Background: an optimization exercise with open tools, aiming at small area. Do not read the settings as production practice.
The RTL was checked by simulation tests, not by an equivalence proof against the original design.

Design first_guess_mult, start of the top module:
module first_guess_mult
(
  input  logic              clk,
  input  logic              rst,
  input  logic              in_valid,
  input  logic              seed_sel,
  input  logic [31:0]       d_hi,
  input  logic [gs_div_pkg::W_OP-1:0]   a0,
  input  logic [gs_div_pkg::W_OP-1:0]   a1,
  input  logic [gs_div_pkg::W_F-1:0]    b,
  output logic [gs_div_pkg::W_F-1:0]    f_seed,
  output logic [gs_div_pkg::W_P-1:0]    c0,
  output logic [gs_div_pkg::W_P-1:0]    c1,
  output logic [gs_div_pkg::W_OP-1:0]   n_next,
  output logic [gs_div_pkg::W_OP-1:0]   d_next,
  output logic [gs_div_pkg::W_F-1:0]    f_next,
  output logic              out_valid
);
Size in the first run: roughly 8500 cells after synthesis, ~590 I/O pins, about 86000 um2 of cells after synthesis.
==> flow/config.mk <==
export PLATFORM = sky130hd
export DESIGN_NAME = first_guess_mult
export DESIGN_NICKNAME = first_guess_mult
export VERILOG_FILES = /design/flow/design.v
export SDC_FILE = /design/flow/constraint.sdc
export NUM_CORES = 4
export LEC_CHECK = 0
export CAP_MARGIN = 10
export CELL_PAD_IN_SITES_DETAIL_PLACEMENT = 1
export CORE_MARGIN = 2
export CORE_UTILIZATION = 40
export CTS_BUF_LIST = sky130_fd_sc_hd__clkbuf_8
export PLACE_DENSITY = 0.42
export SLEW_MARGIN = 10
export SYNTH_HIERARCHICAL = 1
==> flow/constraint.sdc <==
create_clock -name core_clock -period 20.0 [get_ports {clk}]
set_input_delay 4.0000 -clock core_clock [delete_from_list [all_inputs] [get_ports {clk}]]
set_output_delay 4.0000 -clock core_clock [all_outputs]
set_load 0.01 [all_outputs]
standard.sh (not shown) runs the stock make flow with config.mk's settings and CLKGATE_MAP_FILE= SYNTH_SCRIPT=/design/flow/synth_recipe.tcl, a recipe that flattens the netlist after the stock synthesis.
==> flow/flow/run.sh <==
#!/bin/bash
# The standard layout (standard.sh: ORFS synthesis to final layout; the
# synthesis itself is unchanged), with two layout changes:
#  - before floorplanning, combinational cells that synthesis mapped above drive
#    strength 1 are set to drive strength 1 (flow/downsize.tcl); the flow's own
#    timing, slew and capacitance repair upsizes or buffers again where needed;
#  - the buffers ORFS puts on every input and output port are the smallest buffer
#    cell instead of the resizer's default choice.
# make's output goes to standard.log; each ORFS step keeps its own log under orfs/logs.
set -euo pipefail
export PRE_FLOORPLAN_TCL="$PWD/flow/downsize.tcl"
export BUFFER_PORTS_ARGS="-buffer_cell sky130_fd_sc_hd__buf_1"
bash standard.sh > standard.log 2>&1
==> flow/flow/downsize.tcl <==
# Gate sizing before floorplan: every combinational cell that synthesis mapped to
# a drive strength above 1 is set to its drive-1 variant (same function); the
# flow's timing and electrical repair resizes again wherever that is needed.
set n 0
foreach inst [get_cells *] {
  set m [get_property $inst ref_name]
  if {[regexp {^(sky130_fd_sc_hd__(a|o|n|x|mux|inv|and|or|buf|clkbuf|maj|ha|fa)\w*)_([2-9]|1[0-9])$} $m -> base]} {
    set lc [get_lib_cells ${base}_1]
    if {[llength $lc] == 1} {
      replace_cell $inst $lc
      incr n
    }
  }
}
puts "downsize: $n cells set to drive strength 1"
Change:
- CAP_MARGIN: 10 -> 20
- CTS_BUF_LIST: sky130_fd_sc_hd__clkbuf_8 -> unset
- SLEW_MARGIN: 10 -> 20
Effect: Wire length stays flat. Worst setup slack improved by 0.13 ns.

* * *

Another version of the RTL of first_guess_mult (not shown whole).
For scale: about 8,400 cells after synthesis, about 190 flip-flops, about 110,000 µm² of cells after synthesis.
make LEC_CHECK=0 CAP_MARGIN=20 CORE_MARGIN=2 CORE_UTILIZATION=40 SLEW_MARGIN=20 SYNTH_HIERARCHICAL=1 finish   # period 20.0 ns
run.sh (not shown) runs the stock make flow with config.mk's settings and CLKGATE_MAP_FILE= SYNTH_SCRIPT=/design/flow/synth_recipe.tcl, a recipe that flattens the netlist after the stock synthesis.
Stock flow here: none of the scripts above is used.
Change:
==> flow/flow/run.sh (new file) <==
#!/bin/bash
# The standard layout (standard.sh: ORFS synthesis to final layout; the
# synthesis itself is unchanged), with three layout changes:
#  - before floorplanning, combinational cells that synthesis mapped above drive
#    strength 1 are set to drive strength 1 (flow/downsize.tcl); the flow's own
#    timing and slew repair upsizes again where needed;
#  - the buffers ORFS puts on every input and output port are the smallest buffer
#    cell instead of the resizer's default choice;
#  - after global routing's timing repair, gates on paths with positive slack are
#    downsized (ORFS's power-recovery pass).
# make's output goes to standard.log; each ORFS step keeps its own log under orfs/logs.
set -euo pipefail
export PRE_FLOORPLAN_TCL="$PWD/flow/downsize.tcl"
export BUFFER_PORTS_ARGS="-buffer_cell sky130_fd_sc_hd__buf_1"
export RECOVER_POWER=100
bash standard.sh > standard.log 2>&1
==> flow/flow/downsize.tcl (new file) <==
# Gate sizing before floorplan: every combinational cell that synthesis mapped to
# a drive strength above 1 is set to its drive-1 variant (same function); the
# flow's timing and electrical repair resizes again wherever that is needed.
set n 0
foreach inst [get_cells *] {
  set m [get_property $inst ref_name]
  if {[regexp {^(sky130_fd_sc_hd__(a|o|n|x|mux|inv|and|or|buf|clkbuf|maj|ha|fa)\w*)_([2-9]|1[0-9])$} $m -> base]} {
    set lc [get_lib_cells ${base}_1]
    if {[llength $lc] == 1} {
      replace_cell $inst $lc
      incr n
    }
  }
}
puts "downsize: $n cells set to drive strength 1"
==> flow/standard.sh (new file) <==
#!/bin/bash
# synth_recipe.tcl (not shown) runs the flow's synth.tcl, then flattens the netlist and writes it again
# the make line also repeats each setting of config.mk as NAME=value (left out here)
make -C /OpenROAD-flow-scripts/flow DESIGN_CONFIG=/design/flow/config.mk WORK_HOME=/design/flow/orfs CLKGATE_MAP_FILE= SYNTH_SCRIPT=/design/flow/synth_recipe.tcl "${@:-finish}"
removed: flow/run.sh
Outcome: The changed run completed, yet does not pass: capacitance limit, slew limit; routed wire length fell by 5.7%; first-iteration DRC count goes up by 39%; die area fell by 12%.

## re-timing with driven ports
In the flow no input, the clock included, has a driving cell. The finished layouts below were timed again as built, in two steps.
Step 1, drivers: a clkbuf_16 drives clk and a buf_2 each remaining input, both assumed.
Step 2, shift: input delay + t, output delay - t, t = (earliest + latest rising clock arrival at the registers) / 2. This alone moves slack from input paths to output paths.
Slacks: no drivers / after step 1 / after step 2; pairs: no drivers / after step 1.
run	t, ns	slack for setup (ns)	latest minus earliest clock arrival (ns)	worst data-port slew with drivers (ns)	pins driven straight from the clock port
the first run of note 1	0.981	1.451 / 1.356 / 2.337	0.117 / 0.116	0.11	1
the second run of note 1	0.796	1.578 / 1.480 / 2.276	0.070 / 0.070	0.12	1
the first run of note 2	0.708	0.406 / 0.324 / 1.032	0.060 / 0.060	0.12	1
the second run of note 2	0.676	0.357 / 0.278 / 0.955	0.055 / 0.055	0.15	1
